Background: an optimization exercise with open tools, aiming at small area, a short achievable clock period and few clock cycles. Do not read the settings as production practice. Only simulation tests tie the RTL to the original design; equivalence was not proved.

==> flow/design.v <==
module ex_stage #(
  parameter int unsigned DATA_W    = 32,
  parameter int unsigned STALL_IDX = 3
) (
  input  logic              clk,
  input  logic              rst,
  input  logic [5:0]        stall,
  input  logic [4:0]        exALUop,
  input  logic [DATA_W-1:0] exReg1,
  input  logic [DATA_W-1:0] exReg2,
  input  logic [4:0]        exRS1,
  input  logic [4:0]        exRS2,
  input  logic [4:0]        exWriteNum,
  input  logic              exWriteReg,
  input  logic              memWriteReg,
  input  logic [4:0]        memWriteNum,
  input  logic [DATA_W-1:0] memResult,
  input  logic              wbWriteReg,
  input  logic [4:0]        wbWriteNum,
  input  logic [DATA_W-1:0] wbResult,
  output logic [DATA_W-1:0] exResult,
  output logic [4:0]        exWriteNumOut,
  output logic              exWriteRegOut,
  output logic              stallreq
);
  localparam int unsigned DIV_K   = 4;             
  localparam int unsigned DIV_CYC = 32 / DIV_K;    
  localparam logic [4:0] OP_ADD  = 5'd1,  OP_SUB  = 5'd2,  OP_AND  = 5'd3,  OP_OR   = 5'd4;
  localparam logic [4:0] OP_XOR  = 5'd5,  OP_SLL  = 5'd6,  OP_SRL  = 5'd7,  OP_SRA  = 5'd8;
  localparam logic [4:0] OP_SLT  = 5'd9,  OP_SLTU = 5'd10, OP_MUL  = 5'd11, OP_DIV  = 5'd12;
  localparam logic [4:0] OP_DIVU = 5'd13, OP_REM  = 5'd14, OP_REMU = 5'd15;
  typedef enum logic [1:0] {IDLE, MUL, DIV, DOUT} state_t;
  state_t state;
  function automatic logic [63:0] bk_carry(input logic [63:0] a, input logic [63:0] b,
                                           input logic cin, input int W);
    logic [63:0] g, p;
    g = a & b;
    p = a ^ b;
    g[0] = g[0] | (p[0] & cin);
    for (int d = 1; d < W; d = d * 2)
      for (int i = 2*d - 1; i < W; i = i + 2*d) begin
        g[i] = g[i] | (p[i] & g[i-d]);
        p[i] = p[i] & p[i-d];
      end
    for (int d = 32; d >= 1; d = d / 2)
      for (int i = 3*d - 1; i < W; i = i + 2*d) begin
        g[i] = g[i] | (p[i] & g[i-d]);
        p[i] = p[i] & p[i-d];
      end
    bk_carry = {g[62:0], cin};
  endfunction
  function automatic logic [31:0] cneg(input logic n, input logic [31:0] x);
    logic [63:0] c;
    c = bk_carry({32'd0, ~x}, 64'd0, 1'b1, 32);
    cneg = n ? (~x ^ c[31:0]) : x;
  endfunction
  logic [31:0] op1, op2;
  logic        unused_stall;
  assign unused_stall = ^stall;
  always_comb begin : fwd
    op1 = exReg1;
    if (memWriteReg && memWriteNum == exRS1 && exRS1 != 5'd0)    op1 = memResult;
    else if (wbWriteReg && wbWriteNum == exRS1 && exRS1 != 5'd0) op1 = wbResult;
    op2 = exReg2;
    if (memWriteReg && memWriteNum == exRS2 && exRS2 != 5'd0)    op2 = memResult;
    else if (wbWriteReg && wbWriteNum == exRS2 && exRS2 != 5'd0) op2 = wbResult;
  end
  logic        is_sub;
  logic [32:0] sum;
  logic        lt_s, lt_u;
  logic [31:0] sh_in, sh_rev, sh_out, sh_res;
  logic [63:0] sh_wide;
  logic        is_sll, sh_fill;
  logic [31:0] alu_res;
  assign is_sub = (exALUop == OP_SUB) || (exALUop == OP_SLT) || (exALUop == OP_SLTU);
  assign sum    = {1'b0, op1} + {1'b0, is_sub ? ~op2 : op2} + {32'd0, is_sub};
  assign lt_u   = !sum[32];
  assign lt_s   = (op1[31] ^ op2[31]) ? op1[31] : sum[31];
  assign is_sll  = (exALUop == OP_SLL);
  assign sh_fill = (exALUop == OP_SRA) & op1[31];
  always_comb begin
    for (int i = 0; i < 32; i++) sh_rev[i] = op1[31-i];
  end
  assign sh_in   = is_sll ? sh_rev : op1;
  assign sh_wide = {{32{sh_fill}}, sh_in} >> op2[4:0];
  assign sh_out  = sh_wide[31:0];
  always_comb begin
    for (int i = 0; i < 32; i++) sh_res[i] = is_sll ? sh_out[31-i] : sh_out[i];
  end
  always_comb begin : alu
    alu_res = '0;
    case (exALUop)
      OP_ADD, OP_SUB:          alu_res = sum[31:0];
      OP_AND:                  alu_res = op1 & op2;
      OP_OR:                   alu_res = op1 | op2;
      OP_XOR:                  alu_res = op1 ^ op2;
      OP_SLL, OP_SRL, OP_SRA:  alu_res = sh_res;
      OP_SLT:                  alu_res = {31'd0, lt_s};
      OP_SLTU:                 alu_res = {31'd0, lt_u};
      default:                 alu_res = '0;
    endcase
  end
  logic [31:0] ra, rq, rr;
  logic [2:0]  cnt;
  logic        want_q, neg_q, neg_r, d_cin;
  logic is_mul, is_div, is_signed, a_neg, b_neg;
  assign is_mul    = (exALUop == OP_MUL);
  assign is_div    = (exALUop == OP_DIV) || (exALUop == OP_DIVU) ||
                     (exALUop == OP_REM) || (exALUop == OP_REMU);
  assign is_signed = (exALUop == OP_DIV) || (exALUop == OP_REM);
  assign a_neg     = is_signed & op1[31];
  assign b_neg     = is_signed & op2[31];
  logic [31:0] m_a, m_acc, prod;
  logic [7:0]  m_b;
  logic        m_p;
  assign m_a   = ra;
  assign m_b   = rq[31:24];
  assign m_p   = rq[23];
  assign m_acc = rr << 8;
  logic [31:0] pp [4];
  logic [31:0] hot;
  logic [8:0]  bb;
  assign bb = {m_b, m_p};
  always_comb begin
    hot = '0;
    for (int j = 0; j < 4; j++) begin
      logic b0, b1, b2, one, two, neg;
      logic [31:0] x;
      b0  = bb[2*j];
      b1  = bb[2*j+1];
      b2  = bb[2*j+2];
      one = b0 ^ b1;
      two = (b2 & !b1 & !b0) | (!b2 & b1 & b0);
      neg = b2 & !(b1 & b0);
      x   = (({32{one}} & m_a) | ({32{two}} & (m_a << 1))) ^ {32{neg}};
      pp[j]      = x << (2*j);
      hot[2*j]   = neg;
    end
  end
  function automatic logic [63:0] csa(input logic [31:0] x, input logic [31:0] y, input logic [31:0] z);
    logic [31:0] s, c;
    s = x ^ y ^ z;
    c = ((x & y) | (x & z) | (y & z)) << 1;
    csa = {s, c};
  endfunction
  logic [31:0] l1s0, l1c0, l1s1, l1c1, l2s, l2c, l3s, l3c;
  always_comb begin
    {l1s0, l1c0} = csa(pp[0], pp[1], pp[2]);
    {l1s1, l1c1} = csa(pp[3], m_acc, hot);
    {l2s, l2c}   = csa(l1s0, l1c0, l1s1);
    {l3s, l3c}   = csa(l2s, l2c, l1c1);
  end
  logic [63:0] m_c;
  assign m_c  = bk_carry({32'd0, l3s}, {32'd0, l3c}, 1'b0, 32);
  assign prod = l3s ^ l3c ^ m_c[31:0];
  logic mul_last;
  assign mul_last = (cnt == 3'd3);
  logic [31:0] d_r [DIV_K+1];
  logic [31:0] d_q [DIV_K+1];
  always_comb begin
    d_r[0] = rr;
    d_q[0] = rq;
    for (int i = 0; i < DIV_K; i++) begin
      logic [63:0] x, y, c;
      logic [33:0] diff;
      x    = {31'd0, d_r[i], d_q[i][31]};
      y    = {30'd0, 2'b11, ra};
      c    = bk_carry(x, y, d_cin, 34);
      diff = x[33:0] ^ y[33:0] ^ c[33:0];
      d_q[i+1] = {d_q[i][30:0], !diff[33]};
      d_r[i+1] = diff[33] ? {d_r[i][30:0], d_q[i][31]} : diff[31:0];
    end
  end
  logic [31:0] a_mag, b_add;
  logic        mul_keep, a_short, a_tiny;
  logic [31:0] x_in, m_in, q_in;
  assign a_mag    = cneg(a_neg, op1);
  assign b_add    = b_neg ? op2 : ~op2;
  assign mul_keep = is_mul & !(op2[31:16] != 16'd0 && op1[31:16] == 16'd0);
  assign x_in     = mul_keep ? op2 : a_mag;
  assign m_in     = mul_keep ? op1 : op2;
  assign a_short  = (x_in[31:16] == 16'd0);
  assign a_tiny   = a_short & (x_in[15:8] == 8'd0);
  assign q_in     = a_tiny ? {x_in[7:0], 24'd0} : a_short ? {x_in[15:0], 16'd0} : x_in;
  logic [31:0] b_low, a_hi, a_top, b_cmp;
  logic        a_lt_b, quick, is_rem;
  assign b_low = ~b_add;
  assign a_hi  = op1 ^ {32{a_neg}};
  assign b_cmp = a_neg ? {1'b0, b_low[31:1]} : b_low;
  always_comb begin
    a_top[31] = a_hi[31];
    for (int i = 30; i >= 0; i--) a_top[i] = a_top[i+1] | a_hi[i];
  end
  assign a_lt_b = |(b_cmp & ~a_top);
  assign quick  = is_div & a_lt_b;
  assign is_rem = (exALUop == OP_REM) || (exALUop == OP_REMU);
  logic b_big;
  assign b_big = is_div & (b_low[31:28] != 4'd0);
  logic        div0, d_neg;
  logic [31:0] d_sel, div_res;
  assign div0    = d_cin & (ra == 32'hFFFF_FFFF);
  assign d_sel   = want_q ? (rq | {32{div0}}) : rr;
  assign d_neg   = want_q ? (neg_q & !div0) : neg_r;
  assign div_res = cneg(d_neg, d_sel);
  always_comb begin : ctl
    stallreq = 1'b0;
    unique case (state)
      IDLE:    stallreq = is_mul | (is_div & !a_lt_b);
      MUL:     stallreq = !mul_last;
      DIV:     stallreq = 1'b1;
      DOUT:    stallreq = 1'b0;
      default: stallreq = 1'b0;
    endcase
    if (rst) stallreq = 1'b0;
  end
  always_ff @(posedge clk) begin : state_reg
    if (rst) state <= IDLE;
    else begin
      unique case (state)
        IDLE:    if (is_mul) state <= MUL; else if (is_div & !a_lt_b) state <= DIV;
        MUL:     if (mul_last && !stall[STALL_IDX]) state <= IDLE;
        DIV:     if (cnt == 3'(DIV_CYC - 1)) state <= DOUT;
        DOUT:    if (!stall[STALL_IDX]) state <= IDLE;
        default: state <= IDLE;
      endcase
    end
  end
  always_ff @(posedge clk) begin : data_regs
    unique case (state)
      IDLE: begin
        ra    <= is_mul ? m_in : b_add;
        rq    <= b_big ? {a_mag[3:0], 28'd0} : q_in;
        rr    <= b_big ? {4'd0, a_mag[31:4]} : (m_in & {32{is_mul & q_in[31]}});
        d_cin <= !b_neg;
        if (is_mul) cnt <= a_tiny ? 3'd3 : a_short ? 3'd2 : 3'd0;
        else        cnt <= b_big ? 3'(DIV_CYC - 1) : a_tiny ? 3'(DIV_CYC * 3 / 4) :
                           a_short ? 3'(DIV_CYC / 2) : 3'd0;
        if (!is_mul) begin
          want_q <= (exALUop == OP_DIV) || (exALUop == OP_DIVU);
          neg_q  <= a_neg ^ b_neg;
          neg_r  <= a_neg;
        end
      end
      MUL: if (!mul_last) begin
        cnt <= cnt + 3'd1;
        rq  <= rq << 8;
        rr  <= prod;
      end
      DIV: begin
        cnt <= cnt + 3'd1;
        rq  <= d_q[DIV_K];
        rr  <= d_r[DIV_K];
      end
      default: ;
    endcase
  end
  logic [31:0] res;
  always_comb begin
    unique case (state)
      MUL:     res = prod;
      DOUT:    res = div_res;
      default: res = alu_res | (op1 & {32{quick & is_rem}});
    endcase
  end
  assign exResult      = rst ? '0 : res;
  assign exWriteNumOut = exWriteNum;
  assign exWriteRegOut = !rst && exWriteReg && !stallreq;
endmodule
clock: 17.0 ns
lec_check: 0
abc_area: 1
cap_margin: 20
core_margin: 2
core_utilization: 50
setup_slack_margin: 5
slew_margin: 20
standard.sh (not shown) runs the stock make flow with config.mk's settings and CLKGATE_MAP_FILE= SYNTH_SCRIPT=/design/flow/synth_recipe.tcl, a recipe that flattens the netlist after the stock synthesis.
==> flow/flow/run.sh <==
#!/bin/bash
# Own flow: the standard layout (standard.sh, unchanged synthesis and steps), except that
# ports are buffered with plain buf_1 cells (resizable later) instead of delay buffers.
set -euo pipefail
bash standard.sh "BUFFER_PORTS_ARGS=-buffer_cell sky130_fd_sc_hd__buf_1" finish > flow_make.log 2>&1
Testbench counts at the start, summed over its fixed seeds: cycles 22,081.
Change:
--- a/flow/design.v
+++ b/flow/design.v
@@ -181,22 +181,18 @@
   assign m_in     = mul_keep ? op1 : op2;
   assign a_short  = (x_in[31:16] == 16'd0);
   assign a_tiny   = a_short & (x_in[15:8] == 8'd0);
   assign q_in     = a_tiny ? {x_in[7:0], 24'd0} : a_short ? {x_in[15:0], 16'd0} : x_in;
-  logic [31:0] b_low, a_hi, a_top, b_cmp;
-  logic        a_lt_b, quick, is_rem;
+  logic [31:0] b_low, a_top;
+  logic        a_lt_b;
   assign b_low = ~b_add;
-  assign a_hi  = op1 ^ {32{a_neg}};
-  assign b_cmp = a_neg ? {1'b0, b_low[31:1]} : b_low;
-  always_comb begin
-    a_top[31] = a_hi[31];
-    for (int i = 30; i >= 0; i--) a_top[i] = a_top[i+1] | a_hi[i];
-  end
-  assign a_lt_b = |(b_cmp & ~a_top);
-  assign quick  = is_div & a_lt_b;
-  assign is_rem = (exALUop == OP_REM) || (exALUop == OP_REMU);
-  logic b_big;
-  assign b_big = is_div & (b_low[31:28] != 4'd0);
+  always_comb begin
+    a_top[31] = a_mag[31];
+    for (int i = 30; i >= 0; i--) a_top[i] = a_top[i+1] | a_mag[i];
+  end
+  logic div_lt;
+  assign div_lt = is_div & a_lt_b;
+  assign a_lt_b = |(b_low & ~a_top);
   logic        div0, d_neg;
   logic [31:0] d_sel, div_res;
   assign div0    = d_cin & (ra == 32'hFFFF_FFFF);
   assign d_sel   = want_q ? (rq | {32{div0}}) : rr;
@@ -204,9 +200,9 @@
   assign div_res = cneg(d_neg, d_sel);
   always_comb begin : ctl
     stallreq = 1'b0;
     unique case (state)
-      IDLE:    stallreq = is_mul | (is_div & !a_lt_b);
+      IDLE:    stallreq = is_mul | is_div;
       MUL:     stallreq = !mul_last;
       DIV:     stallreq = 1'b1;
       DOUT:    stallreq = 1'b0;
       default: stallreq = 1'b0;
@@ -216,9 +212,9 @@
   always_ff @(posedge clk) begin : state_reg
     if (rst) state <= IDLE;
     else begin
       unique case (state)
-        IDLE:    if (is_mul) state <= MUL; else if (is_div & !a_lt_b) state <= DIV;
+        IDLE:    if (is_mul) state <= MUL; else if (is_div) state <= a_lt_b ? DOUT : DIV;
         MUL:     if (mul_last && !stall[STALL_IDX]) state <= IDLE;
         DIV:     if (cnt == 3'(DIV_CYC - 1)) state <= DOUT;
         DOUT:    if (!stall[STALL_IDX]) state <= IDLE;
         default: state <= IDLE;
@@ -228,14 +224,13 @@
   always_ff @(posedge clk) begin : data_regs
     unique case (state)
       IDLE: begin
         ra    <= is_mul ? m_in : b_add;
-        rq    <= b_big ? {a_mag[3:0], 28'd0} : q_in;
-        rr    <= b_big ? {4'd0, a_mag[31:4]} : (m_in & {32{is_mul & q_in[31]}});
+        rq    <= q_in & {32{!div_lt}};
+        rr    <= div_lt ? a_mag : (m_in & {32{is_mul & q_in[31]}});
         d_cin <= !b_neg;
         if (is_mul) cnt <= a_tiny ? 3'd3 : a_short ? 3'd2 : 3'd0;
-        else        cnt <= b_big ? 3'(DIV_CYC - 1) : a_tiny ? 3'(DIV_CYC * 3 / 4) :
-                           a_short ? 3'(DIV_CYC / 2) : 3'd0;
+        else        cnt <= a_tiny ? 3'(DIV_CYC * 3 / 4) : a_short ? 3'(DIV_CYC / 2) : 3'd0;
         if (!is_mul) begin
           want_q <= (exALUop == OP_DIV) || (exALUop == OP_DIVU);
           neg_q  <= a_neg ^ b_neg;
           neg_r  <= a_neg;
@@ -258,9 +253,9 @@
   always_comb begin
     unique case (state)
       MUL:     res = prod;
       DOUT:    res = div_res;
-      default: res = alu_res | (op1 & {32{quick & is_rem}});
+      default: res = alu_res;
     endcase
   end
   assign exResult      = rst ? '0 : res;
   assign exWriteNumOut = exWriteNum;
Result: Cell area went down by 4.7%; wire length went down by 2.1%; register-to-register slack improved by 90 ps; via count went down by 1.4%; sequential share of layout area went up by 0.46 points; global-route usage went down by 0.53 points.
Testbench counts after the change, summed over its fixed seeds: cycles 23,222.

[re-timing with driven ports]
How much do the figures lean on ideal ports? The routed layouts below were timed once more, with nothing changed but the port constraints.
Step 1, drivers: a clkbuf_16 drives clk and a buf_2 each remaining input, both assumed.
Step 2 moves the port delays by t, midway between the first and last clock arrival at a register: inputs arrive t later, outputs are due t later. That takes back most of the time a late clock gives input paths.
Slacks: ideal / step 1 / step 2; pairs: ideal / step 1.
run | t (ns) | setup slack, ns | hold WS [ns] | worst setup path at the end | latest minus earliest clock arrival (ns)
the first run | 0.420 | 5.186 / 5.160 / 5.160 | 0.547 / 0.547 / 0.547 | input to output | 0.015 / 0.014
the second run | 0.424 | 5.121 / 5.095 / 5.095 | 0.535 / 0.535 / 0.535 | input to output | 0.013 / 0.014
After both steps every run listed still meets setup and hold.
